Context: an optimization exercise on an open-source flow, tuned for small area, a short achievable clock period and few clock cycles. The choices shown serve that exercise and are no tape-out recipe. In this exercise RTL edits were held to simulation tests only and were not proved equivalent to the original.

== run A ==
// save_slot_pacer_top
module save_slot_pacer_top #(
	parameter int SKIP_DEPTH = 16
) (
	input  logic                         clk,
	input  logic                         arst_n,
	input  logic                         psel,
	input  logic                         penable,
	input  logic                         pwrite,
	input  logic [ssp_pkg::APB_AW-1:0]   paddr,
	input  logic [31:0]                  pwdata,
	output logic [31:0]                  prdata,
	output logic                         pready,
	input  logic                         s_tvalid,
	output logic                         s_tready,
	input  logic [ssp_pkg::IN_W-1:0]     s_tdata,
	input  logic [1:0]                   s_tuser,
	output logic                         m_tvalid,
	input  logic                         m_tready,
	output logic [ssp_pkg::OUT_W-1:0]    m_tdata
);
	localparam int CNT_W  = $clog2(SKIP_DEPTH + 1);
	localparam int SLOT_W = ssp_pkg::SLOT_W;
	localparam int ACC_W  = ssp_pkg::ACC_W;
	localparam int CW     = ssp_pkg::CNT16_W;
	localparam int X_W    = ssp_pkg::X_W;
	localparam int P_W    = ssp_pkg::P_W;
	localparam int QW     = ssp_pkg::DQ_W;
	localparam int L_W    = ssp_pkg::L_W;
	localparam int DW     = ssp_pkg::DIVI_W;
	localparam int SH_W   = ssp_pkg::SH_W;
	localparam int S_IDLE  = 0;
	localparam int S_SETUP = 1;
  ...
Size in the first run: about 850 flip-flops, about 62,000 um^2 of cells after synthesis.
Settings: LEC_CHECK=0, ABC_AREA=1, CAP_MARGIN=20, CORE_MARGIN=2, CORE_UTILIZATION=40, SETUP_SLACK_MARGIN=3.0, SLEW_MARGIN=20, TNS_END_PERCENT=5; clock period 8.0 ns.
run.sh (not shown) runs the stock make flow with config.mk's settings and CLKGATE_MAP_FILE= SYNTH_SCRIPT=/design/flow/synth_recipe.tcl, a recipe that flattens the netlist after the stock synthesis.
Testbench counts of run A, summed over its fixed seeds: cycles 19,164.
> inputs changed (run A -> run B)
Settings: changing TNS_END_PERCENT from 5 to 10; changing SETUP_SLACK_MARGIN from 3.0 to 3.5.
Run A tops out at a lower clock frequency than run B. Compared with run A, run B shows a lower total of clock buffers placed in the layout. Diff run B..run A | share of flip-flops with an asynchronous set or reset after synthesis | unchanged.
The following lists how run C was set up differently from run B:
Settings: swapping 3.5 for 4.2 in SETUP_SLACK_MARGIN.
Results
Going from run B to run C, final sequential cell count roughly the same, total cell area at the placement stage went up.
Run C vs run B, signed area change from the synthesized netlist to the final layout went up by 3.1 points.
In run C relative to run B, worst reg-to-reg path cell count had gone up by a few percent.
Run C reports a higher pin slew with the least headroom to its limit than run B does.
As far as cell count after synthesis goes, run B and run C are indistinguishable; the numbers are identical.
On routed length on met2: between run B and run C, it ends up lower for run B.


## run a
Starting RTL as in the previous note.
Settings: LEC_CHECK=0, CAP_MARGIN=20, CORE_MARGIN=2, CORE_UTILIZATION=40, SETUP_SLACK_MARGIN=3.0, SLEW_MARGIN=20, TNS_END_PERCENT=5; clock period 8.0 ns.
Run a finished end to end and its layout was clean on timing, DRC and antenna.
Testbench counts of run a, summed over its fixed seeds: cycles 19,164.
For run b, these inputs were changed with respect to run a:
# run a
export LEC_CHECK = 0
export CAP_MARGIN = 20
export CORE_MARGIN = 2
export CORE_UTILIZATION = 40
export SETUP_SLACK_MARGIN = 3.0
export SLEW_MARGIN = 20
export TNS_END_PERCENT = 5
create_clock -name core_clock -period 8.0 [get_ports {clk}]
# run b
export LEC_CHECK = 0
export CAP_MARGIN = 20
export CORE_MARGIN = 2
export CORE_UTILIZATION = 40
export SETUP_SLACK_MARGIN = 3.3
export SLEW_MARGIN = 20
export TNS_END_PERCENT = 20
create_clock -name core_clock -period 8.0 [get_ports {clk}]
==> comparison <==
Run b closes out successfully: all stages finished, all timing, DRC and antenna checks passed. Comparing run a and run b, the lower area added between synthesis and finish is on run a. Compared with run a, run b shows final setup slack of the worst path higher by 63 ps. Looking at number of detailed-routing iterations run before antenna repair, run b sits above run a. Fill cell total of the finished layout (run b vs. run a) decreases slightly. Run a vs run b, type of the setup path with the least slack: register to register vs register to primary output.


Setup of lane 5:
Starting RTL as in the previous note.
## save_slot_pacer_top
module save_slot_pacer_top #(
	parameter int SKIP_DEPTH = 16
) (
	input  logic                         clk,
	input  logic                         arst_n,
	input  logic                         psel,
	input  logic                         penable,
	input  logic                         pwrite,
	input  logic [ssp_pkg::APB_AW-1:0]   paddr,
	input  logic [31:0]                  pwdata,
	output logic [31:0]                  prdata,
	output logic                         pready,
	input  logic                         s_tvalid,
	output logic                         s_tready,
	input  logic [ssp_pkg::IN_W-1:0]     s_tdata,
	input  logic [1:0]                   s_tuser,
	output logic                         m_tvalid,
	input  logic                         m_tready,
	output logic [ssp_pkg::OUT_W-1:0]    m_tdata
);
	localparam int CNT_W  = $clog2(SKIP_DEPTH + 1);
	localparam int SLOT_W = ssp_pkg::SLOT_W;
	localparam int ACC_W  = ssp_pkg::ACC_W;
	localparam int CW     = ssp_pkg::CNT16_W;
	localparam int X_W    = ssp_pkg::X_W;
	localparam int P_W    = ssp_pkg::P_W;
	localparam int QW     = ssp_pkg::DQ_W;
	localparam int L_W    = ssp_pkg::L_W;
	localparam int DW     = ssp_pkg::DIVI_W;
	localparam int SH_W   = ssp_pkg::SH_W;
	localparam int S_IDLE  = 0;
	localparam int S_SETUP = 1;
	localparam int S_DIV   = 2;
	localparam int S_LOOP  = 3;
	localparam int S_CHECK = 4;
	localparam int S_FIN   = 5;
	localparam int S_N     = 6;
	logic [S_N-1:0]                st_q;
	logic [ssp_pkg::STEP_W-1:0]    step_ms_q;
	logic [ssp_pkg::CAP_W-1:0]     diff_cap_q;
	logic [SLOT_W-1:0]             ctr_q;      
	logic [2:0]                    adv_q;      
	logic [SLOT_W-1:0]             ctr;        
	logic [SLOT_W-1:0]             ceil_q;
	logic [ACC_W-1:0]              acc_q;
	logic                          mv_q;
	logic                          dropped_q;
	logic [DW-1:0]                 cl_q;       
	logic [DW+1:0]                 cl3_q;      
	logic [DW+2:0]                 cl5_q;      
	logic [DW+2:0]                 cl7_q;      
	logic [4:0]                    lenc_q;     
	logic [3:0]                    lenx_q;     
	logic [QW-1:0]                 dq_q;       
	logic [QW-1:0]                 qo_q;       
	logic [SH_W-1:0]               sh_q;       
	logic [3:0]                    k_q;        
	logic [L_W-1:0]                lc_q;       
  ...
Settings: LEC_CHECK=0, ABC_AREA=1, CAP_MARGIN=20, CORE_MARGIN=2, CORE_UTILIZATION=40, SETUP_SLACK_MARGIN=2.6, SLEW_MARGIN=20, TNS_END_PERCENT=5; clock period 8.0 ns.
Testbench counts of lane 5, summed over its fixed seeds: cycles 19,164.
#### Input delta (lane 3 over lane 5)
Settings: SETUP_SLACK_MARGIN: 2.6 -> 3.6; ABC_AREA: 1 -> unset.
==> run summary <==
Per the comparison of lane 3 with lane 5, fraction of the core area covered by cells at the end of the flow up 2.7 points; met3 usage climbed 0.24 points; fraction of area in multi-input gates moved up. A launching element of the worst setup path of acc_q[14] is what lane 5 shows, while cl_q[9] belongs to lane 3.

## re-timing with driven ports
The results above use ideal ports. As a check the final layouts listed here were re-extracted and re-timed, cells and wires unchanged.
Step 1, drivers: a clkbuf_16 drives clk and a buf_2 each remaining input, both assumed.
Step 2 also shifts input and output timing later by t, the mid clock arrival at the registers, as if the neighbouring blocks saw the same clock.
Slacks: ideal / step 1 / step 2; pairs: ideal / step 1.
| run | t (ns) | setup slack, ns | worst hold slack (ns) |
|---|---|---|---|
| run A of note 1 | 0.804 | 2.888 / 2.811 / 2.133 | 0.459 / 0.459 / 0.459 |
| run B of note 1 | 0.805 | 3.001 / 2.920 / 2.429 | 0.449 / 0.449 / 0.449 |
| run C of note 1 | 0.818 | 3.024 / 2.937 / 2.530 | 0.454 / 0.454 / 0.454 |
| run a of note 2 | 0.807 | 2.825 / 2.760 / 2.118 | 0.456 / 0.456 / 0.456 |
| run b of note 2 | 0.822 | 2.888 / 2.801 / 2.324 | 0.459 / 0.459 / 0.459 |
| lane 5 | 0.789 | 2.477 / 2.398 / 1.850 | 0.449 / 0.449 / 0.449 |
| lane 3 | 0.811 | 2.951 / 2.868 / 2.218 | 0.460 / 0.460 / 0.460 |
After both steps every run listed still meets setup and hold. For run A of note 1, which loses most, drivers alone change the setup slack by -0.077 ns; drivers and shift together by -0.755 ns.
